Source: an optimization exercise on an open RTL-to-GDS flow (aim: small area and a short achievable clock period). Production flows keep margins and buffers that such runs may drop. At most, simulation tests tie the RTL to the original design; equivalence was not proved. No activity file was given, so power comes from the tool's default toggle rates.

==> inputs of 03-14 <==
==> flow/design.v (excerpt) <==
module controller_datapath #(
  parameter int NREG   = 16,
  parameter int SDEPTH = 16
) (
  input  logic        clk,
  input  logic        reset,
  input  logic [15:0] isr,
  input  logic        stall,
  output logic [15:0] pcout,
  output logic [15:0] tos,
  output logic        halted,
  output logic        err
);
clock: 7.5 ns
lec_check: 0
cap_margin: 20
core_margin: 2
core_utilization: 40
cts_cluster_diameter: 100
cts_cluster_size: 30
setup_slack_margin: 4.2
slew_margin: 20
tns_end_percent: 10
standard.sh (not shown) runs the stock make flow with config.mk's settings and CLKGATE_MAP_FILE= SYNTH_SCRIPT=/design/flow/synth_recipe.tcl, a recipe that flattens the netlist after the stock synthesis.
==> flow/flow/run.sh <==
#!/bin/bash
# Standard ORFS layout, with gate sizing free to change a cell's footprint
# and plain buffers on the ports.
set -euo pipefail
bash standard.sh MATCH_CELL_FOOTPRINT=0 "BUFFER_PORTS_ARGS=-buffer_cell sky130_fd_sc_hd__buf_2" finish > standard.log 2>&1
==> 03-23 (differences from 03-14) <==
==> flow/design.v (replaced) <==
package controller_datapath_pkg;
  localparam int DATA_W = 16;
  localparam logic [3:0] OP_HALT  = 4'h0;
  localparam logic [3:0] OP_ADD   = 4'h1;
  localparam logic [3:0] OP_SUB   = 4'h2;
  localparam logic [3:0] OP_AND   = 4'h3;
  localparam logic [3:0] OP_OR    = 4'h4;
  localparam logic [3:0] OP_XOR   = 4'h5;
  localparam logic [3:0] OP_JMP   = 4'h8;
  localparam logic [3:0] OP_BEQZ  = 4'h9;
  localparam logic [3:0] OP_LDI   = 4'hA;
  localparam logic [3:0] OP_PUSHI = 4'hB;
  localparam logic [3:0] OP_POP   = 4'hC;
  localparam logic [3:0] OP_PUSH  = 4'hD;
  localparam logic [3:0] OP_SADD  = 4'hE;
  typedef enum logic [1:0] {
    MEMIN_IMM = 2'b00,
    MEMIN_REG = 2'b01,
    MEMIN_SUM = 2'b10
  } memin_e;
  typedef enum logic [1:0] {
    SPI_HOLD = 2'b00,
    SPI_INC  = 2'b01,
    SPI_DEC  = 2'b10
  } spi_e;
endpackage
module cd_control (
  input  logic [3:0] op,
  output logic       is_halt,
  output logic       is_alu,
  output logic       is_sub,
  output logic       is_jmp,
  output logic       is_beqz,
  output logic       is_ldi,
  output logic       is_push,
  output logic       is_pushr,
  output logic       is_pop,
  output logic       is_sadd
);
  assign is_halt  = (op == controller_datapath_pkg::OP_HALT);
  assign is_alu   = (op >= controller_datapath_pkg::OP_ADD) && (op <= controller_datapath_pkg::OP_XOR);
  assign is_sub   = (op == controller_datapath_pkg::OP_SUB);
  assign is_jmp   = (op == controller_datapath_pkg::OP_JMP);
  assign is_beqz  = (op == controller_datapath_pkg::OP_BEQZ);
  assign is_ldi   = (op == controller_datapath_pkg::OP_LDI);
  assign is_push  = (op == controller_datapath_pkg::OP_PUSHI) || (op == controller_datapath_pkg::OP_PUSH);
  assign is_pushr = (op == controller_datapath_pkg::OP_PUSH);
  assign is_pop   = (op == controller_datapath_pkg::OP_POP);
  assign is_sadd  = (op == controller_datapath_pkg::OP_SADD);
endmodule
module controller_datapath #(
  parameter int NREG   = 16,
  parameter int SDEPTH = 16
) (
  input  logic        clk,
  input  logic        reset,
  input  logic [15:0] isr,
  input  logic        stall,
  output logic [15:0] pcout,
  output logic [15:0] tos,
  output logic        halted,
  output logic        err
);
  localparam int DW  = controller_datapath_pkg::DATA_W;
  localparam int SPW = $clog2(SDEPTH + 1);
  logic [3:0]    op, fa, fb, fc, fab;
  logic          is_halt, is_alu, is_sub, is_jmp, is_beqz, is_ldi;
  logic          is_push, is_pushr, is_pop, is_sadd, regw;
  logic [DW-1:0] regs [NREG];
  logic [NREG-1:0] rvalid, slot_ok, slot_fwd, nz;
  logic [DW-1:0] arr [SDEPTH-1];
  logic [DW-1:0] tos_q;
  logic [SPW-1:0] sp;
  logic          p_v;
  logic [3:0]    p_dst;
  logic [2:0]    p_k;
  logic [DW-1:0] p_x, p_y, p_res;
  logic [DW-1:0] rd1, rd2, sec_val, x_in, push_val, pc_next;
  logic          a_zero, res_zero;
  logic          run, sp_empty, sp_full, sp_ge2, stk_err;
  assign op = isr[15:12];
  assign fa = isr[11:8];
  assign fb = isr[7:4];
  assign fc = isr[3:0];
  cd_control u_ctrl (
    .op      (op),
    .is_halt (is_halt),
    .is_alu  (is_alu),
    .is_sub  (is_sub),
    .is_jmp  (is_jmp),
    .is_beqz (is_beqz),
    .is_ldi  (is_ldi),
    .is_push (is_push),
    .is_pushr(is_pushr),
    .is_pop  (is_pop),
    .is_sadd (is_sadd)
  );
  assign regw = is_alu || is_ldi || is_pop;
  always_comb begin
    logic [DW-1:0] y;
    logic          sub;
    sub = (p_k == 3'd2);
    y   = sub ? ~p_y : p_y;
    case (p_k)
      3'd1, 3'd2: p_res = p_x + y + DW'(sub);
      3'd3:       p_res = p_x & p_y;
      3'd4:       p_res = p_x | p_y;
      3'd5:       p_res = p_x ^ p_y;
      default:    p_res = p_x;
    endcase
  end
  always_comb begin
    for (int i = 0; i < NREG; i++) begin
      slot_fwd[i] = p_v && (p_dst == 4'(i));
      slot_ok[i]  = rvalid[i] && !slot_fwd[i];
    end
  end
  assign fab = op[3] ? fa : fb;
  always_comb begin
    logic f1, f2;
    rd1 = '0;
    rd2 = '0;
    f1  = 1'b0;
    f2  = 1'b0;
    for (int i = 0; i < NREG; i++) begin
      if (fab == 4'(i) && slot_ok[i]) rd1 = rd1 | regs[i];
      if (fc  == 4'(i) && slot_ok[i]) rd2 = rd2 | regs[i];
      if (fab == 4'(i) && slot_fwd[i]) f1 = 1'b1;
      if (fc  == 4'(i) && slot_fwd[i]) f2 = 1'b1;
    end
    if (f1) rd1 = rd1 | p_res;
    if (f2) rd2 = rd2 | p_res;
  end
  always_comb begin
    logic [DW-1:0] y, hs;
    logic          sub;
    sub = (p_k == 3'd2);
    y   = sub ? ~p_y : p_y;
    hs  = p_x ^ y;
    case (p_k)
      3'd1, 3'd2: res_zero = (hs == {(p_x[DW-2:0] | y[DW-2:0]), sub});
      3'd3:       res_zero = ((p_x & p_y) == '0);
      3'd4:       res_zero = ((p_x | p_y) == '0);
      3'd5:       res_zero = (p_x == p_y);
      default:    res_zero = (p_x == '0);
    endcase
  end
  always_comb begin
    a_zero = 1'b1;
    for (int i = 0; i < NREG; i++)
      if (fa == 4'(i)) a_zero = slot_fwd[i] ? res_zero : !nz[i];
  end
  always_comb begin
    sec_val = '0;
    for (int i = 0; i < SDEPTH - 1; i++)
      if (sp == SPW'(i + 2)) sec_val = sec_val | arr[i];
  end
  assign sp_empty = (sp == '0);
  assign sp_full  = (sp == SPW'(SDEPTH));
  assign sp_ge2   = !sp_empty && (sp != SPW'(1));
  assign stk_err  = (is_push && sp_full) || (is_pop && sp_empty) || (is_sadd && !sp_ge2);
  assign x_in     = is_pop ? tos_q : (is_ldi ? {8'h00, isr[7:0]} : rd1);
  assign push_val = is_pushr ? rd1 : {4'h0, isr[11:0]};
  always_comb begin
    pc_next = pcout + 16'd1;
    if (is_jmp)                     pc_next = {4'h0, isr[11:0]};
    else if (is_beqz && a_zero)     pc_next = {8'h00, isr[7:0]};
    else if (is_halt)               pc_next = pcout;
  end
  assign run = !halted && !stall;
  assign tos = tos_q;
  always_ff @(posedge clk or posedge reset) begin
    if (reset) begin
      pcout  <= '0;
      sp     <= '0;
      halted <= 1'b0;
      err    <= 1'b0;
      tos_q  <= '0;
      rvalid <= '0;
      nz     <= '0;
      p_v    <= 1'b0;
    end else begin
      p_v <= run && regw;
      if (p_v) begin
        rvalid[p_dst] <= 1'b1;
        nz[p_dst]     <= !res_zero;
      end
      if (run) begin
        pcout <= pc_next;
        if (is_halt) halted <= 1'b1;
        if (stk_err) err <= 1'b1;
        if (is_push && !sp_full) begin
          tos_q <= push_val;
          sp    <= sp + SPW'(1);
        end
        if (is_pop && !sp_empty) begin
          tos_q <= sec_val;
          sp    <= sp - SPW'(1);
        end
        if (is_sadd && sp_ge2) begin
          tos_q <= tos_q + sec_val;
          sp    <= sp - SPW'(1);
        end
      end
    end
  end
  always_ff @(posedge clk) begin
    p_dst <= fa;
    p_k   <= is_alu ? op[2:0] : 3'd0;
    p_x   <= x_in;
    p_y   <= rd2;
    if (p_v) regs[p_dst] <= p_res;
    if (run)
      for (int i = 0; i < SDEPTH - 1; i++)
        if (is_push && sp == SPW'(i + 1)) arr[i] <= tos_q;
  end
endmodule
==> flow/config.mk (replaced) <==
export PLATFORM = sky130hd
export DESIGN_NAME = controller_datapath
export DESIGN_NICKNAME = controller_datapath
export VERILOG_FILES = /design/flow/design.v
export SDC_FILE = /design/flow/constraint.sdc
export NUM_CORES = 4
export LEC_CHECK = 0
export CAP_MARGIN = 20
export CORE_MARGIN = 2
export CORE_UTILIZATION = 40
export SETUP_SLACK_MARGIN = 4.0
export SLEW_MARGIN = 20
export TNS_END_PERCENT = 0
==> comparison <==
Between 03-14 and 03-23, the lower global-route usage is in 03-14 (gap 0.45 points). Between 03-14 and 03-23, the lower count of clock-buffer cells in the layout is in 03-14 (gap 38). Die area: 03-14 is smaller than 03-23 (1.7%). Against 03-14, the via count of 03-23 is higher by about 3.6%. Cell area: 03-14 is lower than 03-23 (6.0%). 03-23 finished with timing, DRC and antenna clean. 03-14 finished clean. Against 03-23, the sequential share of layout area of 03-14 is higher by 3.2 points. In 03-23 the cell count is larger than in 03-14, by 6.9%. Between 03-14 and 03-23, the lower first-iteration DRC count is in 03-23 (gap about 20%, measured against 03-23). Between 03-14 and 03-23, the lower clock power is in 03-14 (gap about 46%, measured against 03-23). Routed wire length: 03-23 is higher than 03-14 (2.6%).
Function was not checked in any run of this note: the RTL went through the layout flow alone.


==> 02-06: inputs <==
controller_datapath, a different RTL version from the one above (not shown whole).
==> module controller_datapath, before the edit <==
module controller_datapath #(
  parameter int NREG   = 16,
  parameter int SDEPTH = 16
) (
  input  logic        clk,
  input  logic        reset,
  input  logic [15:0] isr,
  input  logic        stall,
  output logic [15:0] pcout,
  output logic [15:0] tos,
  output logic        halted,
  output logic        err
);
  localparam int DW  = controller_datapath_pkg::DATA_W;
  localparam int SPW = $clog2(SDEPTH + 1);
  logic [3:0]    op, fa, fb, fc;
  logic          is_halt, is_alu, is_sub, is_jmp, is_beqz, is_ldi;
  logic          is_push, is_pushr, is_pop, is_sadd;
  logic [DW-1:0] regs [NREG];
  logic [NREG-1:0] rvalid;
  logic [DW-1:0] arr [SDEPTH-1];
  logic [DW-1:0] tos_q;
  logic [SPW-1:0] sp;
  logic [DW-1:0] rega, regb, regc, sec_val, alu_r, reg_wdata, push_val, pc_next;
  logic          run, sp_empty, sp_full, sp_ge2, stk_err;
  assign op = isr[15:12];
  assign fa = isr[11:8];
  assign fb = isr[7:4];
  assign fc = isr[3:0];
  cd_control u_ctrl (
    .op      (op),
    .is_halt (is_halt),
    .is_alu  (is_alu),
    .is_sub  (is_sub),
    .is_jmp  (is_jmp),
    .is_beqz (is_beqz),
    .is_ldi  (is_ldi),
    .is_push (is_push),
    .is_pushr(is_pushr),
    .is_pop  (is_pop),
    .is_sadd (is_sadd)
  );
  logic [3:0] fab;
  assign fab = op[3] ? fa : fb;
  always_comb begin
    regb = '0;
    regc = '0;
    for (int i = 0; i < NREG; i++) begin
      if (fab == 4'(i) && rvalid[i]) regb = regb | regs[i];
      if (fc == 4'(i) && rvalid[i]) regc = regc | regs[i];
    end
  end
  assign rega = regb;
  always_comb begin
    sec_val = '0;
    for (int i = 0; i < SDEPTH - 1; i++)
      if (sp == SPW'(i + 2)) sec_val = sec_val | arr[i];
  end
  assign sp_empty = (sp == '0);
  assign sp_full  = (sp == SPW'(SDEPTH));
  assign sp_ge2   = !sp_empty && (sp != SPW'(1));
  assign stk_err  = (is_push && sp_full) || (is_pop && sp_empty) || (is_sadd && !sp_ge2);
  always_comb begin
    logic [DW-1:0] y, s;
    y = is_sub ? ~regc : regc;
    s = regb + y + DW'(is_sub);
    case (op[2:0])
      3'd3:    alu_r = regb & regc;
      3'd4:    alu_r = regb | regc;
      3'd5:    alu_r = regb ^ regc;
      default: alu_r = s;
    endcase
  end
  assign reg_wdata = is_pop ? tos_q : (is_ldi ? {8'h00, isr[7:0]} : alu_r);
  assign push_val  = is_pushr ? rega : {4'h0, isr[11:0]};
  always_comb begin
    pc_next = pcout + 16'd1;
    if (is_jmp)                      pc_next = {4'h0, isr[11:0]};
    else if (is_beqz && rega == '0)  pc_next = {8'h00, isr[7:0]};
    else if (is_halt)                pc_next = pcout;
  end
  assign run = !halted && !stall;
  assign tos = tos_q;
  always_ff @(posedge clk or posedge reset) begin
    if (reset) begin
      pcout  <= '0;
      sp     <= '0;
      halted <= 1'b0;
      err    <= 1'b0;
      tos_q  <= '0;
      rvalid <= '0;
    end else if (run) begin
      pcout <= pc_next;
      if (is_halt) halted <= 1'b1;
      if (stk_err) err <= 1'b1;
      if (is_alu || is_ldi || is_pop) rvalid[fa] <= 1'b1;
      if (is_push && !sp_full) begin
        tos_q <= push_val;
        sp    <= sp + SPW'(1);
      end
      if (is_pop && !sp_empty) begin
        tos_q <= sec_val;
        sp    <= sp - SPW'(1);
      end
      if (is_sadd && sp_ge2) begin
        tos_q <= tos_q + sec_val;
        sp    <= sp - SPW'(1);
      end
    end
  end
  always_ff @(posedge clk) begin
    if (run) begin
      if (is_alu || is_ldi || is_pop) regs[fa] <= reg_wdata;
      for (int i = 0; i < SDEPTH - 1; i++)
        if (is_push && sp == SPW'(i + 1)) arr[i] <= tos_q;
    end
  end
endmodule
clock: 7.5 ns
lec_check: 0
cap_margin: 20
core_margin: 2
core_utilization: 40
setup_slack_margin: 3.0
slew_margin: 20
run.sh (not shown) runs the stock make flow with config.mk's settings and CLKGATE_MAP_FILE= SYNTH_SCRIPT=/design/flow/synth_recipe.tcl, a recipe that flattens the netlist after the stock synthesis.
Stock flow here: none of the scripts above is used.
==> inputs of 02-28, as changes to 02-06 <==
--- a/flow/design.v
+++ b/flow/design.v
@@ -63,15 +63,19 @@
 );
   localparam int DW  = controller_datapath_pkg::DATA_W;
   localparam int SPW = $clog2(SDEPTH + 1);
-  logic [3:0]    op, fa, fb, fc;
+  logic [3:0]    op, fa, fb, fc, fab;
   logic          is_halt, is_alu, is_sub, is_jmp, is_beqz, is_ldi;
-  logic          is_push, is_pushr, is_pop, is_sadd;
+  logic          is_push, is_pushr, is_pop, is_sadd, regw;
   logic [DW-1:0] regs [NREG];
-  logic [NREG-1:0] rvalid;
+  logic [NREG-1:0] rvalid, slot_ok, slot_fwd;
   logic [DW-1:0] arr [SDEPTH-1];
   logic [DW-1:0] tos_q;
   logic [SPW-1:0] sp;
-  logic [DW-1:0] rega, regb, regc, sec_val, alu_r, reg_wdata, push_val, pc_next;
+  logic          p_v;
+  logic [3:0]    p_dst;
+  logic [2:0]    p_k;
+  logic [DW-1:0] p_x, p_y, p_res;
+  logic [DW-1:0] rd1, rd2, sec_val, x_in, push_val, pc_next;
   logic          run, sp_empty, sp_full, sp_ge2, stk_err;
   assign op = isr[15:12];
   assign fa = isr[11:8];
@@ -90,17 +94,42 @@
     .is_pop  (is_pop),
     .is_sadd (is_sadd)
   );
-  logic [3:0] fab;
+  assign regw = is_alu || is_ldi || is_pop;
+  always_comb begin
+    logic [DW-1:0] y;
+    logic          sub;
+    sub = (p_k == 3'd2);
+    y   = sub ? ~p_y : p_y;
+    case (p_k)
+      3'd1, 3'd2: p_res = p_x + y + DW'(sub);
+      3'd3:       p_res = p_x & p_y;
+      3'd4:       p_res = p_x | p_y;
+      3'd5:       p_res = p_x ^ p_y;
+      default:    p_res = p_x;
+    endcase
+  end
+  always_comb begin
+    for (int i = 0; i < NREG; i++) begin
+      slot_fwd[i] = p_v && (p_dst == 4'(i));
+      slot_ok[i]  = rvalid[i] && !slot_fwd[i];
+    end
+  end
   assign fab = op[3] ? fa : fb;
   always_comb begin
-    regb = '0;
-    regc = '0;
+    logic f1, f2;
+    rd1 = '0;
+    rd2 = '0;
+    f1  = 1'b0;
+    f2  = 1'b0;
     for (int i = 0; i < NREG; i++) begin
-      if (fab == 4'(i) && rvalid[i]) regb = regb | regs[i];
-      if (fc == 4'(i) && rvalid[i]) regc = regc | regs[i];
+      if (fab == 4'(i) && slot_ok[i]) rd1 = rd1 | regs[i];
+      if (fc  == 4'(i) && slot_ok[i]) rd2 = rd2 | regs[i];
+      if (fab == 4'(i) && slot_fwd[i]) f1 = 1'b1;
+      if (fc  == 4'(i) && slot_fwd[i]) f2 = 1'b1;
     end
+    if (f1) rd1 = rd1 | p_res;
+    if (f2) rd2 = rd2 | p_res;
   end
-  assign rega = regb;
   always_comb begin
     sec_val = '0;
     for (int i = 0; i < SDEPTH - 1; i++)
@@ -110,24 +139,13 @@
   assign sp_full  = (sp == SPW'(SDEPTH));
   assign sp_ge2   = !sp_empty && (sp != SPW'(1));
   assign stk_err  = (is_push && sp_full) || (is_pop && sp_empty) || (is_sadd && !sp_ge2);
-  always_comb begin
-    logic [DW-1:0] y, s;
-    y = is_sub ? ~regc : regc;
-    s = regb + y + DW'(is_sub);
-    case (op[2:0])
-      3'd3:    alu_r = regb & regc;
-      3'd4:    alu_r = regb | regc;
-      3'd5:    alu_r = regb ^ regc;
-      default: alu_r = s;
-    endcase
-  end
-  assign reg_wdata = is_pop ? tos_q : (is_ldi ? {8'h00, isr[7:0]} : alu_r);
-  assign push_val  = is_pushr ? rega : {4'h0, isr[11:0]};
+  assign x_in     = is_pop ? tos_q : (is_ldi ? {8'h00, isr[7:0]} : rd1);
+  assign push_val = is_pushr ? rd1 : {4'h0, isr[11:0]};
   always_comb begin
     pc_next = pcout + 16'd1;
-    if (is_jmp)                      pc_next = {4'h0, isr[11:0]};
-    else if (is_beqz && rega == '0)  pc_next = {8'h00, isr[7:0]};
-    else if (is_halt)                pc_next = pcout;
+    if (is_jmp)                     pc_next = {4'h0, isr[11:0]};
+    else if (is_beqz && rd1 == '0)  pc_next = {8'h00, isr[7:0]};
+    else if (is_halt)               pc_next = pcout;
   end
   assign run = !halted && !stall;
   assign tos = tos_q;
@@ -139,30 +157,37 @@
       err    <= 1'b0;
       tos_q  <= '0;
       rvalid <= '0;
-    end else if (run) begin
-      pcout <= pc_next;
-      if (is_halt) halted <= 1'b1;
-      if (stk_err) err <= 1'b1;
-      if (is_alu || is_ldi || is_pop) rvalid[fa] <= 1'b1;
-      if (is_push && !sp_full) begin
-        tos_q <= push_val;
-        sp    <= sp + SPW'(1);
-      end
-      if (is_pop && !sp_empty) begin
-        tos_q <= sec_val;
-        sp    <= sp - SPW'(1);
-      end
-      if (is_sadd && sp_ge2) begin
-        tos_q <= tos_q + sec_val;
-        sp    <= sp - SPW'(1);
+      p_v    <= 1'b0;
+    end else begin
+      p_v <= run && regw;
+      if (p_v) rvalid[p_dst] <= 1'b1;
+      if (run) begin
+        pcout <= pc_next;
+        if (is_halt) halted <= 1'b1;
+        if (stk_err) err <= 1'b1;
+        if (is_push && !sp_full) begin
+          tos_q <= push_val;
+          sp    <= sp + SPW'(1);
+        end
+        if (is_pop && !sp_empty) begin
+          tos_q <= sec_val;
+          sp    <= sp - SPW'(1);
+        end
+        if (is_sadd && sp_ge2) begin
+          tos_q <= tos_q + sec_val;
+          sp    <= sp - SPW'(1);
+        end
       end
     end
   end
   always_ff @(posedge clk) begin
-    if (run) begin
-      if (is_alu || is_ldi || is_pop) regs[fa] <= reg_wdata;
+    p_dst <= fa;
+    p_k   <= is_alu ? op[2:0] : 3'd0;
+    p_x   <= x_in;
+    p_y   <= rd2;
+    if (p_v) regs[p_dst] <= p_res;
+    if (run)
       for (int i = 0; i < SDEPTH - 1; i++)
         if (is_push && sp == SPW'(i + 1)) arr[i] <= tos_q;
-    end
   end
 endmodule
SETUP_SLACK_MARGIN = 4.0   (was 3.0)
==> inputs of 03-21, as changes to 02-06 <==
--- a/flow/design.v
+++ b/flow/design.v
@@ -63,16 +63,22 @@
 );
   localparam int DW  = controller_datapath_pkg::DATA_W;
   localparam int SPW = $clog2(SDEPTH + 1);
-  logic [3:0]    op, fa, fb, fc;
+  logic [3:0]    op, fa, fb, fc, fab;
   logic          is_halt, is_alu, is_sub, is_jmp, is_beqz, is_ldi;
-  logic          is_push, is_pushr, is_pop, is_sadd;
+  logic          is_push, is_pushr, is_pop, is_sadd, regw;
   logic [DW-1:0] regs [NREG];
-  logic [NREG-1:0] rvalid;
+  logic [NREG-1:0] rvalid, nz, slot_ok;
   logic [DW-1:0] arr [SDEPTH-1];
   logic [DW-1:0] tos_q;
   logic [SPW-1:0] sp;
-  logic [DW-1:0] rega, regb, regc, sec_val, alu_r, reg_wdata, push_val, pc_next;
-  logic          run, sp_empty, sp_full, sp_ge2, stk_err;
+  logic          p_v;
+  logic [3:0]    p_dst;
+  logic          k_as, k_sub, k_and, k_or, k_xor, k_pass;
+  logic [DW-1:0] p_x, p_y, p_res;
+  logic          res_zero;
+  logic [DW-1:0] rd1, rd2, sec_val, x_in, push_val, pc_seq, pc_next;
+  logic          fwd1, fwd2, fwd_a, a_zero, nz_a;
+  logic          run, sp_empty, sp_full, sp_ge2, push_ok, pop_ok, sadd_ok, stk_err;
   assign op = isr[15:12];
   assign fa = isr[11:8];
   assign fb = isr[7:4];
@@ -90,45 +96,57 @@
     .is_pop  (is_pop),
     .is_sadd (is_sadd)
   );
-  logic [3:0] fab;
-  assign fab = op[3] ? fa : fb;
+  assign regw = is_alu || is_ldi || is_pop;
   always_comb begin
-    regb = '0;
-    regc = '0;
+    logic [DW-1:0] y, hs, cz;
+    y     = p_y ^ {DW{k_sub}};
+    hs    = p_x ^ y;
+    p_res = ({DW{k_as}}   & (p_x + y + DW'(k_sub)))
+          | ({DW{k_and}}  & (p_x & p_y))
+          | ({DW{k_or}}   & (p_x | p_y))
+          | ({DW{k_xor}}  & hs)
+          | ({DW{k_pass}} & p_x);
+    cz       = hs ^ {(p_x[DW-2:0] | y[DW-2:0]), k_sub};
+    res_zero = (k_as   && cz == '0)
+            || (k_and  && (p_x & p_y) == '0)
+            || (k_or   && (p_x | p_y) == '0)
+            || (k_xor  && hs == '0)
+            || (k_pass && p_x == '0);
+  end
+  always_comb
+    for (int i = 0; i < NREG; i++)
+      slot_ok[i] = rvalid[i] && !(p_v && p_dst == 4'(i));
+  assign fab  = op[3] ? fa : fb;
+  assign fwd1 = p_v && (p_dst == fab);
+  assign fwd2 = p_v && (p_dst == fc);
+  assign fwd_a = p_v && (p_dst == fa);
+  always_comb begin
+    rd1  = fwd1 ? p_res : '0;
+    rd2  = fwd2 ? p_res : '0;
+    nz_a = 1'b0;
     for (int i = 0; i < NREG; i++) begin
-      if (fab == 4'(i) && rvalid[i]) regb = regb | regs[i];
-      if (fc == 4'(i) && rvalid[i]) regc = regc | regs[i];
+      if (fab == 4'(i) && slot_ok[i]) rd1 = rd1 | regs[i];
+      if (fc  == 4'(i) && slot_ok[i]) rd2 = rd2 | regs[i];
+      if (fa  == 4'(i)) nz_a = nz[i];
     end
   end
-  assign rega = regb;
+  assign a_zero = fwd_a ? res_zero : !nz_a;
   always_comb begin
     sec_val = '0;
     for (int i = 0; i < SDEPTH - 1; i++)
       if (sp == SPW'(i + 2)) sec_val = sec_val | arr[i];
   end
   assign sp_empty = (sp == '0);
-  assign sp_full  = (sp == SPW'(SDEPTH));
-  assign sp_ge2   = !sp_empty && (sp != SPW'(1));
+  assign sp_full  = sp[SPW-1];
+  assign sp_ge2   = (sp[SPW-1:1] != '0);
+  assign push_ok  = is_push && !sp_full;
+  assign pop_ok   = is_pop && !sp_empty;
+  assign sadd_ok  = is_sadd && sp_ge2;
   assign stk_err  = (is_push && sp_full) || (is_pop && sp_empty) || (is_sadd && !sp_ge2);
-  always_comb begin
-    logic [DW-1:0] y, s;
-    y = is_sub ? ~regc : regc;
-    s = regb + y + DW'(is_sub);
-    case (op[2:0])
-      3'd3:    alu_r = regb & regc;
-      3'd4:    alu_r = regb | regc;
-      3'd5:    alu_r = regb ^ regc;
-      default: alu_r = s;
-    endcase
-  end
-  assign reg_wdata = is_pop ? tos_q : (is_ldi ? {8'h00, isr[7:0]} : alu_r);
-  assign push_val  = is_pushr ? rega : {4'h0, isr[11:0]};
-  always_comb begin
-    pc_next = pcout + 16'd1;
-    if (is_jmp)                      pc_next = {4'h0, isr[11:0]};
-    else if (is_beqz && rega == '0)  pc_next = {8'h00, isr[7:0]};
-    else if (is_halt)                pc_next = pcout;
-  end
+  assign x_in     = is_pop ? tos_q : (is_ldi ? {8'h00, isr[7:0]} : rd1);
+  assign push_val = is_pushr ? rd1 : {4'h0, isr[11:0]};
+  assign pc_seq  = is_jmp ? {4'h0, isr[11:0]} : (is_halt ? pcout : pcout + 16'd1);
+  assign pc_next = (is_beqz && a_zero) ? {8'h00, isr[7:0]} : pc_seq;
   assign run = !halted && !stall;
   assign tos = tos_q;
   always_ff @(posedge clk or posedge reset) begin
@@ -139,30 +157,46 @@
       err    <= 1'b0;
       tos_q  <= '0;
       rvalid <= '0;
-    end else if (run) begin
-      pcout <= pc_next;
-      if (is_halt) halted <= 1'b1;
-      if (stk_err) err <= 1'b1;
-      if (is_alu || is_ldi || is_pop) rvalid[fa] <= 1'b1;
-      if (is_push && !sp_full) begin
-        tos_q <= push_val;
-        sp    <= sp + SPW'(1);
+      nz     <= '0;
+      p_v    <= 1'b0;
+    end else begin
+      p_v <= run && regw;
+      if (p_v) begin
+        rvalid[p_dst] <= 1'b1;
+        nz[p_dst]     <= !res_zero;
       end
-      if (is_pop && !sp_empty) begin
-        tos_q <= sec_val;
-        sp    <= sp - SPW'(1);
-      end
-      if (is_sadd && sp_ge2) begin
-        tos_q <= tos_q + sec_val;
-        sp    <= sp - SPW'(1);
+      if (run) begin
+        pcout <= pc_next;
+        if (is_halt) halted <= 1'b1;
+        if (stk_err) err <= 1'b1;
+        if (push_ok) begin
+          tos_q <= push_val;
+          sp    <= sp + SPW'(1);
+        end
+        if (pop_ok) begin
+          tos_q <= sec_val;
+          sp    <= sp - SPW'(1);
+        end
+        if (sadd_ok) begin
+          tos_q <= tos_q + sec_val;
+          sp    <= sp - SPW'(1);
+        end
       end
     end
   end
   always_ff @(posedge clk) begin
-    if (run) begin
-      if (is_alu || is_ldi || is_pop) regs[fa] <= reg_wdata;
+    p_dst  <= fa;
+    k_as   <= is_alu && (op[2:0] == 3'd1 || op[2:0] == 3'd2);
+    k_sub  <= is_sub;
+    k_and  <= is_alu && op[2:0] == 3'd3;
+    k_or   <= is_alu && op[2:0] == 3'd4;
+    k_xor  <= is_alu && op[2:0] == 3'd5;
+    k_pass <= !is_alu;
+    p_x    <= x_in;
+    p_y    <= rd2;
+    if (p_v) regs[p_dst] <= p_res;
+    if (push_ok && run)
       for (int i = 0; i < SDEPTH - 1; i++)
-        if (is_push && sp == SPW'(i + 1)) arr[i] <= tos_q;
-    end
+        if (sp == SPW'(i + 1)) arr[i] <= tos_q;
   end
 endmodule
SETUP_SLACK_MARGIN = 4.0   (was 3.0)
TNS_END_PERCENT = 0   (was default)
==> comparison table <==
Wire length reported by the detailed router: 03-21 99060 µm; 02-28 110400 µm; 02-06 101000 µm
Proportion of layout cells with a drive suffix above 1: 03-21 0.1764; 02-28 0.2987; 02-06 0.2513
Adder-Cell Fraction of Synth Area: 03-21 0.02666; 02-28 0.03431; 02-06 0.03649
Number of combinational gates with multiple inputs: 03-21 1387; 02-28 1490; 02-06 1314
Highest Signal Layer: 03-21 met4; 02-28 met5; 02-06 met4
Leakage power of the design: 03-21 0.01177 µW; 02-28 0.01309 µW; 02-06 0.01266 µW
Status: 03-21 complete, no violations; 02-28 complete, no violations; 02-06 complete, no violations
Antenna violations before repair: 03-21 1; 02-28 3; 02-06 1
Number of cell rows: 03-21 97; 02-28 96; 02-06 93
Final net count: 03-21 2447; 02-28 2721; 02-06 2395
Total via count in the routed design: 03-21 21737; 02-28 23437; 02-06 20965
Switching portion of total power: 03-21 0.3099; 02-28 0.3266; 02-06 0.2215
Area of all sequential standard cells: 03-21 17540 µm²; 02-28 17120 µm²; 02-06 16270 µm²
Arrival time of data at the critical path endpoint: 03-21 4.44 ns; 02-28 4.92 ns; 02-06 5.48 ns
Inserted Clock Buffers: 03-21 66; 02-28 59; 02-06 57
Relative slew slack: 03-21 0.2421; 02-28 0.2160; 02-06 0.1385
Via-to-Cell Ratio: 03-21 6.479; 02-28 6.499; 02-06 6.543
Mapped Avg Cell Area: 03-21 12.89 µm²; 02-28 12.17 µm²; 02-06 12.73 µm²
Sequential portion of the cell area: 03-21 0.5214; 02-28 0.4668; 02-06 0.4922
#FFs+latches synth: 03-21 610; 02-28 591; 02-06 551
Number of cells after detailed placement: 03-21 3147; 02-28 3238; 02-06 2932
Detailed-routed wire length on met2: 03-21 45720 µm; 02-28 50850 µm; 02-06 46790 µm
Required time reported for the critical path endpoint: 03-21 7.98 ns; 02-28 7.99 ns; 02-06 7.84 ns
Number of antenna cells inserted: 03-21 0; 02-28 0; 02-06 1
Routed wire length per instance: 03-21 29.53 µm; 02-28 30.62 µm; 02-06 31.52 µm
The RTL of 02-28 and 03-21 was laid out without a check of its function.

-- what the ideal ports hide --
Ports are ideal in the flow. The routed layouts listed here were re-timed in OpenROAD.
Step 1 (the two cells are an assumption about what drives the block):
set clk [get_ports {clk}]
set_driving_cell -lib_cell sky130_fd_sc_hd__clkbuf_16 $clk
set_driving_cell -lib_cell sky130_fd_sc_hd__buf_2 [delete_from_list [all_inputs] $clk]
Step 2, shift: input delay + t, output delay - t, t = (earliest + latest rising clock arrival at the registers) / 2. This alone moves slack from input paths to output paths.
a / b / c = ideal / step 1 / step 2; a / b = the first two.
run	t, ns	setup WS [ns]	clock arrival spread, ns	slew at the worst register clock pin (ns)	worst slew at a driven data input, ns
03-14	0.688	3.974 / 4.015 / 3.327	0.054 / 0.054	0.12 / 0.12	0.16
03-23	0.669	3.161 / 3.161 / 2.573	0.038 / 0.038	0.07 / 0.07	0.07
02-06	0.680	2.358 / 2.208 / 1.528	0.038 / 0.039	0.07 / 0.07	0.26
02-28	0.680	3.070 / 3.070 / 2.448	0.040 / 0.039	0.07 / 0.07	0.11
03-21	0.666	3.536 / 3.570 / 2.912	0.032 / 0.032	0.06 / 0.06	0.06
After both steps every run listed still meets setup and hold. The setup slack of 02-06, which loses most, moves by -0.150 ns with the drivers and by -0.830 ns with both steps.
